This design comes from an exercise in tuning for small area on the open sky130 flow, not from production work. The RTL was checked by simulation tests, not by an equivalence proof against the original design. Power and IR drop assume default switching activity.

--- config.mk ---
export PLATFORM = sky130hd
export DESIGN_NAME = executeBranchTop
export DESIGN_NICKNAME = executeBranchTop
export VERILOG_FILES = /design/flow/design.v
export SDC_FILE = /design/flow/constraint.sdc
export NUM_CORES = 4
export LEC_CHECK = 0
export CAP_MARGIN = 20
export CORE_MARGIN = 2
export CORE_UTILIZATION = 40
export SLEW_MARGIN = 20
--- constraint.sdc ---
create_clock -name core_clock -period 6.0 [get_ports {clockSignal}]
set_input_delay 1.2000 -clock core_clock [delete_from_list [all_inputs] [get_ports {clockSignal}]]
set_output_delay 1.2000 -clock core_clock [all_outputs]
set_load 0.01 [all_outputs]
--- design.v ---
package cpuDefsPkg;
    localparam int dataWidth = 32;
    localparam int immWidth = 16;                    
    localparam int fieldWidth = 6;                   
    localparam int opcodeLsb = 26;
    localparam int functLsb = 0;
    localparam int immLsb = 0;
    localparam int historyBits = 7;
    localparam int tableDepth = 1 << historyBits;    
    localparam int counterBits = 2;
    typedef logic [dataWidth-1:0] dataWord;
    typedef logic [historyBits-1:0] historyType;
    typedef logic [counterBits-1:0] counterType;
    typedef logic [fieldWidth-1:0] opcodeType;
    typedef logic [fieldWidth-1:0] functType;
    localparam counterType counterInit = 2'd2;       
    localparam counterType counterMax = 2'd3;
    localparam counterType counterMin = 2'd0;
    localparam counterType takenThreshold = 2'd2;
    localparam opcodeType opcodeRType = 6'd0;
    localparam opcodeType opcodeSlti = 6'd10;
    localparam opcodeType opcodeLw = 6'd35;
    localparam opcodeType opcodeSw = 6'd43;
    localparam opcodeType opcodeBeq = 6'd4;
    localparam functType functAdd = 6'd32;
    localparam functType functSub = 6'd34;
    localparam functType functSlt = 6'd42;
    typedef enum logic [1:0] {
        aluAdd = 2'd0,
        aluSub = 2'd1,
        aluSlt = 2'd2
    } aluOpType;
endpackage
module instructionExecute (
    input  logic               instrValid,
    input  cpuDefsPkg::dataWord instruction,
    input  cpuDefsPkg::dataWord operandA,
    input  cpuDefsPkg::dataWord operandB,
    input  cpuDefsPkg::dataWord pcPlus4,
    output logic               resultValidNext,
    output logic               overflowNext,
    output logic               branchValidNext,
    output logic               branchTakenNext,
    output cpuDefsPkg::dataWord aluResult,
    output cpuDefsPkg::dataWord branchTarget
);
    cpuDefsPkg::opcodeType opcodeField;
    cpuDefsPkg::functType functField;
    logic [cpuDefsPkg::immWidth-1:0] immField;
    cpuDefsPkg::dataWord immExtended;
    cpuDefsPkg::dataWord secondOperand;
    cpuDefsPkg::dataWord sumResult;
    cpuDefsPkg::dataWord diffResult;
    cpuDefsPkg::aluOpType aluOp;
    logic useImmediate;
    logic isSupported;
    logic isBranch;
    logic lessThan;
    logic addOverflow;
    assign opcodeField = instruction[cpuDefsPkg::opcodeLsb +: cpuDefsPkg::fieldWidth];
    assign functField = instruction[cpuDefsPkg::functLsb +: cpuDefsPkg::fieldWidth];
    assign immField = instruction[cpuDefsPkg::immLsb +: cpuDefsPkg::immWidth];
    assign immExtended = {{(cpuDefsPkg::dataWidth-cpuDefsPkg::immWidth){immField[cpuDefsPkg::immWidth-1]}}, immField};
    always_comb begin
        aluOp = cpuDefsPkg::aluAdd;
        useImmediate = 1'b0;
        isSupported = 1'b0;
        isBranch = 1'b0;
        case (opcodeField)
            cpuDefsPkg::opcodeRType: begin
                case (functField)
                    cpuDefsPkg::functAdd: begin
                        aluOp = cpuDefsPkg::aluAdd;
                        isSupported = 1'b1;
                    end
                    cpuDefsPkg::functSub: begin
                        aluOp = cpuDefsPkg::aluSub;
                        isSupported = 1'b1;
                    end
                    cpuDefsPkg::functSlt: begin
                        aluOp = cpuDefsPkg::aluSlt;
                        isSupported = 1'b1;
                    end
                    default: isSupported = 1'b0;     
                endcase
            end
            cpuDefsPkg::opcodeSlti: begin
                aluOp = cpuDefsPkg::aluSlt;
                useImmediate = 1'b1;
                isSupported = 1'b1;
            end
            cpuDefsPkg::opcodeLw, cpuDefsPkg::opcodeSw: begin
                aluOp = cpuDefsPkg::aluAdd;                      
                useImmediate = 1'b1;
                isSupported = 1'b1;
            end
            cpuDefsPkg::opcodeBeq: begin
                isBranch = 1'b1;
                isSupported = 1'b1;
            end
            default: isSupported = 1'b0;
        endcase
    end
    assign secondOperand = useImmediate ? immExtended : operandB;
    assign sumResult = operandA + secondOperand;
    assign diffResult = operandA - secondOperand;
    assign lessThan = $signed(operandA) < $signed(secondOperand);
    assign addOverflow = (operandA[cpuDefsPkg::dataWidth-1] == secondOperand[cpuDefsPkg::dataWidth-1]) &&
                         (sumResult[cpuDefsPkg::dataWidth-1] != operandA[cpuDefsPkg::dataWidth-1]);
    always_comb begin
        case (aluOp)
            cpuDefsPkg::aluSub:  aluResult = diffResult;
            cpuDefsPkg::aluSlt:  aluResult = {{(cpuDefsPkg::dataWidth-1){1'b0}}, lessThan};
            default: aluResult = sumResult;
        endcase
    end
    assign resultValidNext = instrValid && isSupported && !isBranch;
    assign overflowNext = resultValidNext && (aluOp == cpuDefsPkg::aluAdd) && addOverflow;
    assign branchValidNext = instrValid && isBranch;
    assign branchTakenNext = (operandA == operandB);              
    assign branchTarget = pcPlus4 + {immExtended[cpuDefsPkg::dataWidth-3:0], 2'b00};  
endmodule
module globalHistoryPredictor (
    input  logic clockSignal,
    input  logic resetSignal,
    input  logic branchValidNext,
    input  logic branchTakenNext,
    output logic predictedTaken
);
    cpuDefsPkg::historyType historyReg;
    cpuDefsPkg::counterType counterTable [cpuDefsPkg::tableDepth];
    cpuDefsPkg::counterType currentCounter;
    assign currentCounter = counterTable[historyReg];
    assign predictedTaken = (currentCounter >= cpuDefsPkg::takenThreshold);
    always_ff @(posedge clockSignal) begin
        if (resetSignal) begin
            historyReg <= '0;
            for (int idx = 0; idx < cpuDefsPkg::tableDepth; idx++) begin
                counterTable[idx] <= cpuDefsPkg::counterInit;       
            end
        end else if (branchValidNext) begin
            if (branchTakenNext) begin
                if (currentCounter != cpuDefsPkg::counterMax) begin
                    counterTable[historyReg] <= currentCounter + 1'b1;
                end
            end else begin
                if (currentCounter != cpuDefsPkg::counterMin) begin
                    counterTable[historyReg] <= currentCounter - 1'b1;
                end
            end
            historyReg <= {historyReg[cpuDefsPkg::historyBits-2:0], branchTakenNext};  
        end
    end
endmodule
module branchResolver (
    input  logic               clockSignal,
    input  logic               resetSignal,
    input  logic               resultValidNext,
    input  logic               overflowNext,
    input  logic               branchValidNext,
    input  logic               branchTakenNext,
    input  logic               predictedTaken,
    input  cpuDefsPkg::dataWord aluResult,
    input  cpuDefsPkg::dataWord branchTarget,
    input  cpuDefsPkg::dataWord pcPlus4,
    output logic               resultValid,
    output logic               overflowFlag,
    output logic               branchResolved,
    output logic               branchTaken,
    output logic               predictedTakenOut,
    output logic               mispredict,
    output cpuDefsPkg::dataWord resultData,
    output cpuDefsPkg::dataWord redirectPc
);
    logic wrongGuess;
    cpuDefsPkg::dataWord nextPc;
    assign wrongGuess = branchTakenNext != predictedTaken;
    assign nextPc = branchTakenNext ? branchTarget : pcPlus4;    
    always_ff @(posedge clockSignal) begin
        if (resetSignal) begin
            resultValid <= 1'b0;
            overflowFlag <= 1'b0;
            branchResolved <= 1'b0;
            branchTaken <= 1'b0;
            predictedTakenOut <= 1'b0;
            mispredict <= 1'b0;
        end else begin
            resultValid <= resultValidNext;
            overflowFlag <= overflowNext;
            branchResolved <= branchValidNext;
            branchTaken <= branchValidNext && branchTakenNext;
            predictedTakenOut <= branchValidNext && predictedTaken;
            mispredict <= branchValidNext && wrongGuess;
        end
    end
    always_ff @(posedge clockSignal) begin
        if (resultValidNext) begin
            resultData <= aluResult;
        end
        if (branchValidNext) begin
            redirectPc <= nextPc;
        end
    end
endmodule
module executeBranchTop (
    input  logic               clockSignal,
    input  logic               resetSignal,
    input  logic               instrValid,
    input  cpuDefsPkg::dataWord instruction,
    input  cpuDefsPkg::dataWord operandA,
    input  cpuDefsPkg::dataWord operandB,
    input  cpuDefsPkg::dataWord pcPlus4,
    output logic               resultValid,
    output cpuDefsPkg::dataWord resultData,
    output logic               overflowFlag,
    output logic               branchResolved,
    output logic               branchTaken,
    output logic               predictedTakenOut,
    output logic               mispredict,
    output cpuDefsPkg::dataWord redirectPc
);
    logic resultValidNext;
    logic overflowNext;
    logic branchValidNext;
    logic branchTakenNext;
    logic predictedTaken;
    cpuDefsPkg::dataWord aluResult;
    cpuDefsPkg::dataWord branchTarget;
    instructionExecute u_execute (
        .instrValid      (instrValid),
        .instruction     (instruction),
        .operandA        (operandA),
        .operandB        (operandB),
        .pcPlus4         (pcPlus4),
        .resultValidNext (resultValidNext),
        .overflowNext    (overflowNext),
        .branchValidNext (branchValidNext),
        .branchTakenNext (branchTakenNext),
        .aluResult       (aluResult),
        .branchTarget    (branchTarget)
    );
    globalHistoryPredictor u_predictor (
        .clockSignal     (clockSignal),
        .resetSignal     (resetSignal),
        .branchValidNext (branchValidNext),
        .branchTakenNext (branchTakenNext),
        .predictedTaken  (predictedTaken)
    );
    branchResolver u_resolver (
        .clockSignal       (clockSignal),
        .resetSignal       (resetSignal),
        .resultValidNext   (resultValidNext),
        .overflowNext      (overflowNext),
        .branchValidNext   (branchValidNext),
        .branchTakenNext   (branchTakenNext),
        .predictedTaken    (predictedTaken),
        .aluResult         (aluResult),
        .branchTarget      (branchTarget),
        .pcPlus4           (pcPlus4),
        .resultValid       (resultValid),
        .overflowFlag      (overflowFlag),
        .branchResolved    (branchResolved),
        .branchTaken       (branchTaken),
        .predictedTakenOut (predictedTakenOut),
        .mispredict        (mispredict),
        .resultData        (resultData),
        .redirectPc        (redirectPc)
    );
endmodule
--- run.sh ---
#!/bin/bash
# synth_recipe.tcl (not shown) runs the flow's synth.tcl, then flattens the netlist and writes it again
# the make line also repeats each setting of config.mk as NAME=value (left out here)
make -C /OpenROAD-flow-scripts/flow DESIGN_CONFIG=/design/flow/config.mk WORK_HOME=/design/flow/orfs CLKGATE_MAP_FILE= SYNTH_SCRIPT=/design/flow/synth_recipe.tcl finish
==> run notes <==
-- final cells by class --
class,count,area [um^2]
flip-flops and latches,340,10000
fillers,4817,28000
inverters,69,259
repair buffers,266,2630
clock buffers,41,993
multi-input cells,1445,10800
clock inverters,29,254
well taps,696,871
-- cells in the mapped netlist, drive strengths merged (24+ instances only) --
master,instances
clkbuf,138
edfxtp,320
nand2,176
nand3,149
ha,96
nor3,26
mux4,84
nor2,231
buf,60
nand2b,24
a21o,51
a31o,132
mux2,34
a21oi,110
xor2,39
inv,68
o21ai,46
-- metal layers --
layer	up-vias	global-route usage, %	part of all wire (%)
met5	-	0	0.044
met3	97	3.48	6.9
li1	7910	-	-
met2	624	34.5	46
met1	8373	30.8	44
met4	4	6.58	2.7
-- logic make-up (layout without fill, tap and decap cells) --
kind of cell               Yosys count  after routing
xor gates and xnor gates            58             58
muxes                              125            125
and+or+nand+nor                    688            688
adders and majority gates           99             99
DFF                                340            340
buffers and inverters              267            405
AOI/OAI and AO/OA                  475            475
-- critical path, delay by kind of cell --
family	cells	cell delay (ns)
AOI/OAI and AO/OA	8	1.98
buffers and inverters	5	1.39
and+or+nand+nor	5	0.60
adders and majority gates	1	0.43
xor gates and xnor gates	1	0.16
-- stage by stage --
stage | hold WS [ns] | util [%]
5_1_grt | 0.554 | 48.0
2_1_floorplan | 0.467 | -
6_report | 0.515 | 48.0
4_1_cts | 0.514 | 48.0
3_3_place_gp | 0.493 | 45.7
3_5_place_dp | 0.504 | 45.7
-- sequential cells by signal (all words and copies together), names as in the netlist, named ones only --
| signal | cells |
|---|---|
| u_predictor.counterTable | 256 |
| u_predictor.historyReg | 7 |
| u_resolver.branchResolved | 1 |
| u_resolver.branchTaken | 1 |
| u_resolver.mispredict | 1 |
| u_resolver.overflowFlag | 1 |
| u_resolver.predictedTakenOut | 1 |
| u_resolver.redirectPc | 32 |
| u_resolver.resultData | 32 |
| u_resolver.resultValid | 1 |
-- where the power goes --
| part | switching [mW] | total, mW | internal (mW) |
|---|---|---|---|
| sequential | 0.0287 | 2.72 | 2.69 |
| combinational | 0.524 | 0.954 | 0.431 |
| clock | 1.02 | 2.37 | 1.35 |
| total | 1.57 | 6.04 | 4.47 |
-- path summary, 6_finish.rpt --
check,startpoint,end,slack (ns),depth (start not counted)
setup / recovery,instruction[28],u_resolver.resultData[30],0.51,20
hold / removal,u_predictor.historyReg[0],flop,0.52,2
setup reg to reg,flop,u_predictor.counterTable[81][0],1.26,9
hold reg to reg,u_predictor.historyReg[0],flop,0.52,2
==> summary.txt <==
Floorplanning
  – CORE AREA: 53800 um^2
  – Die footprint: between 50000 and 60000 um^2
  – Chip Width: around 240 um
  – Die height: between 200 and 250 um
  – Initial core utilization: between 40% and 50%
  – Std cell rows: 85
  – Top Ports: 201

Setup path
  – Type of the worst setup path: in2reg
  – Crit start category: input pin
  – CP max stage cell: clkdlybuf4s50_1
  – CP endpoint kind: flop
  – WP data required: between 6 and 7 ns
  – Most frequent CP cell: buf_4
  – CP arrival: between 5 and 6 ns
  – Crit-path max cell delay: 0.53 ns
  – Worst-path fanout max: 22
  – CP Cell Sequence: clkdlybuf4s50_1 > nor2b_1 > and4b_1 > a31oi_4 > buf_12 > buf_4 > nor2b_1 > buf_4 > a21o_1 > ha_1 > a21o_1 > a21oi_1 > o311ai_0 > o31a_1 > o41ai_1 > buf_4 > nand4b_1 > nand3_1 > xnor2_1 > o22ai_1

Layout
  – Most common cell after layout, fill and taps aside: edfxtp_1
  – Fin area: 25800 um^2
  – Layout cell share with drive strength beyond 1: between 10% and 20%
  – Commonest non-fill, non-tap cells in the layout: edfxtp_1 (320), nor2_1 (222), clkdlybuf4s50_1 (189)
  – Ant. Diodes: 0
  – Final Instance Count excl. Fillers: 2886
  – Area Overhead vs Synth: 18.5%
  – Nets: 2391

Placed design
  – GP Congestion: between 0.9 and 1
  – Dpl cells: about 2800
  – Post-Place Worst Slack: roughly 0.096 ns
  – Port Buffer Count: between 150 and 200
  – Post-DP Area: between 20000 and 25000 um^2
  – HPWL reported at the end of detailed placement: roughly 42000 um

Clock tree
  – Clock Path Buffers: 3
  – Clk Tree Root Cell: clkbuf_16
  – TritonCTS clock tree: done
  – Cts bufs inserted: 39
  – H-tree depth: 2
  – Worst-path clk slew: roughly 0.060 ns
  – Hold bufs inserted after CTS: 0
  – Cts repair resizes: 0
  – Worst-skew pair later-pin latency: roughly 0.56 ns
  – Postcts setup bufs: 0
  – Num Clock Sinks: between 300 and 400

Synthesis
  – Register area share after synthesis: between 40% and 50%
  – Post-Synth Simple-Gate Area: 14.3%
  – Commonest register cell after synthesis: edfxtp_1
  – Post-Syn Area per Cell: between 10 and 15 um^2
  – Main combinational cell family by area after synthesis: compound AO/OA/AOI/OAI gates
  – Post-Synth Adder-Cell Area: under 10%
  – Top cell type by total area after synthesis: edfxtp_1
  – Mapped Nets: 2282
  – Cell area after synthesis: approximately 22000 um^2
  – Yosys warning total: 3
  – XOR/XNOR Fraction of Synth Area: 2.33%
  – Mux contribution to synthesized area: around 11%
  – Post-synth cell types: 77
  – Synthesized instance count: ~2000
  – EDFF count, synth: 320
  – Area contributors post-synth: edfxtp_1 (44%), mux4_2 (8.7%), ha_1 (5.5%)
  – Top cell type's share of synthesized area: about 44%
  – Compound-Gate Fraction of Synth Area: about 16%
  – Post-synth ARST share: 0%
  – Yosys reg bits: 340

STA
  – Setup TNS: 0 ns
  – Final hold violation count: 0
  – RSZ-0062 raised after global routing: no
  – Actual slew at the worst max-slew pin: roughly 1.1 ns
  – Fmax: approximately 0.18 GHz
  – Worst Skew: about 0.017 ns
  – Crit path time final: 5.49 ns
  – Final Setup Violations: 0
  – Slack of the critical path: between 0.5 and 0.6 ns
  – Max-slew violation count: 0
  – Slew HR: 25.8%
  – Final worst-path cycle share: between 90% and 100%

Min path
  – HP Class: reg2reg

Global route
  – First-pass GRT wire length: around 96000 um
  – Total track usage: 21.8%
  – Largest net degree at the start of global routing: 84
  – Overflow after GRT: 0
  – Initial antenna violation count: 2
  – Number of global-route vias before repair: roughly 17000

Power and ir drop
  – Peak supply drop: 179 uV
  – Power per standard cell area: about 230 nW/um^2
  – Total chip power: 6.04 mW
  – P_leak: roughly 9.1 nW

Drt
  – DR vias/cell: 5.89
  – Vias: about 17000
  – Initial DRC count: around 1500
  – Drt pass-1 iters: 5
  – Final wirelength: 61800 um
  – Remaining antenna violation count: 0
  – DR DRC count: 0
  – WL per Instance: between 20 and 25 um

Outcome
  – Outcome: no timing/DRC/antenna violations

Job
  – Max-cap viol count: 0

## static timing again, ports no longer ideal
Ports are ideal in the flow. The routed layout listed here was re-timed in OpenROAD.
Step 1: set_driving_cell puts a clkbuf_16 on clockSignal and a buf_2 on each other input, an assumption about the parent block.
Step 2 adds t to the input delays and takes it off the output delays; t is the mean of the earliest and latest rising clock arrival at the registers after step 1. Input paths then give back, and output paths get back, about the clock's delay inside the block.
a / b / c = ideal ports / drivers / drivers and shift; a / b = the first two.
t (ns): 0.611
slack for setup (ns): 0.514 / 0.544 / -0.067
worst hold slack (ns): 0.515 / 0.515 / 0.515
worst register clock-pin slew, ns: 0.06 / 0.06
worst data-port slew with drivers (ns): 0.07
With both steps, setup timing fails in this run, where it was met with ideal ports. The setup slack of this run moves by +0.030 ns with the drivers and by -0.581 ns with both steps.
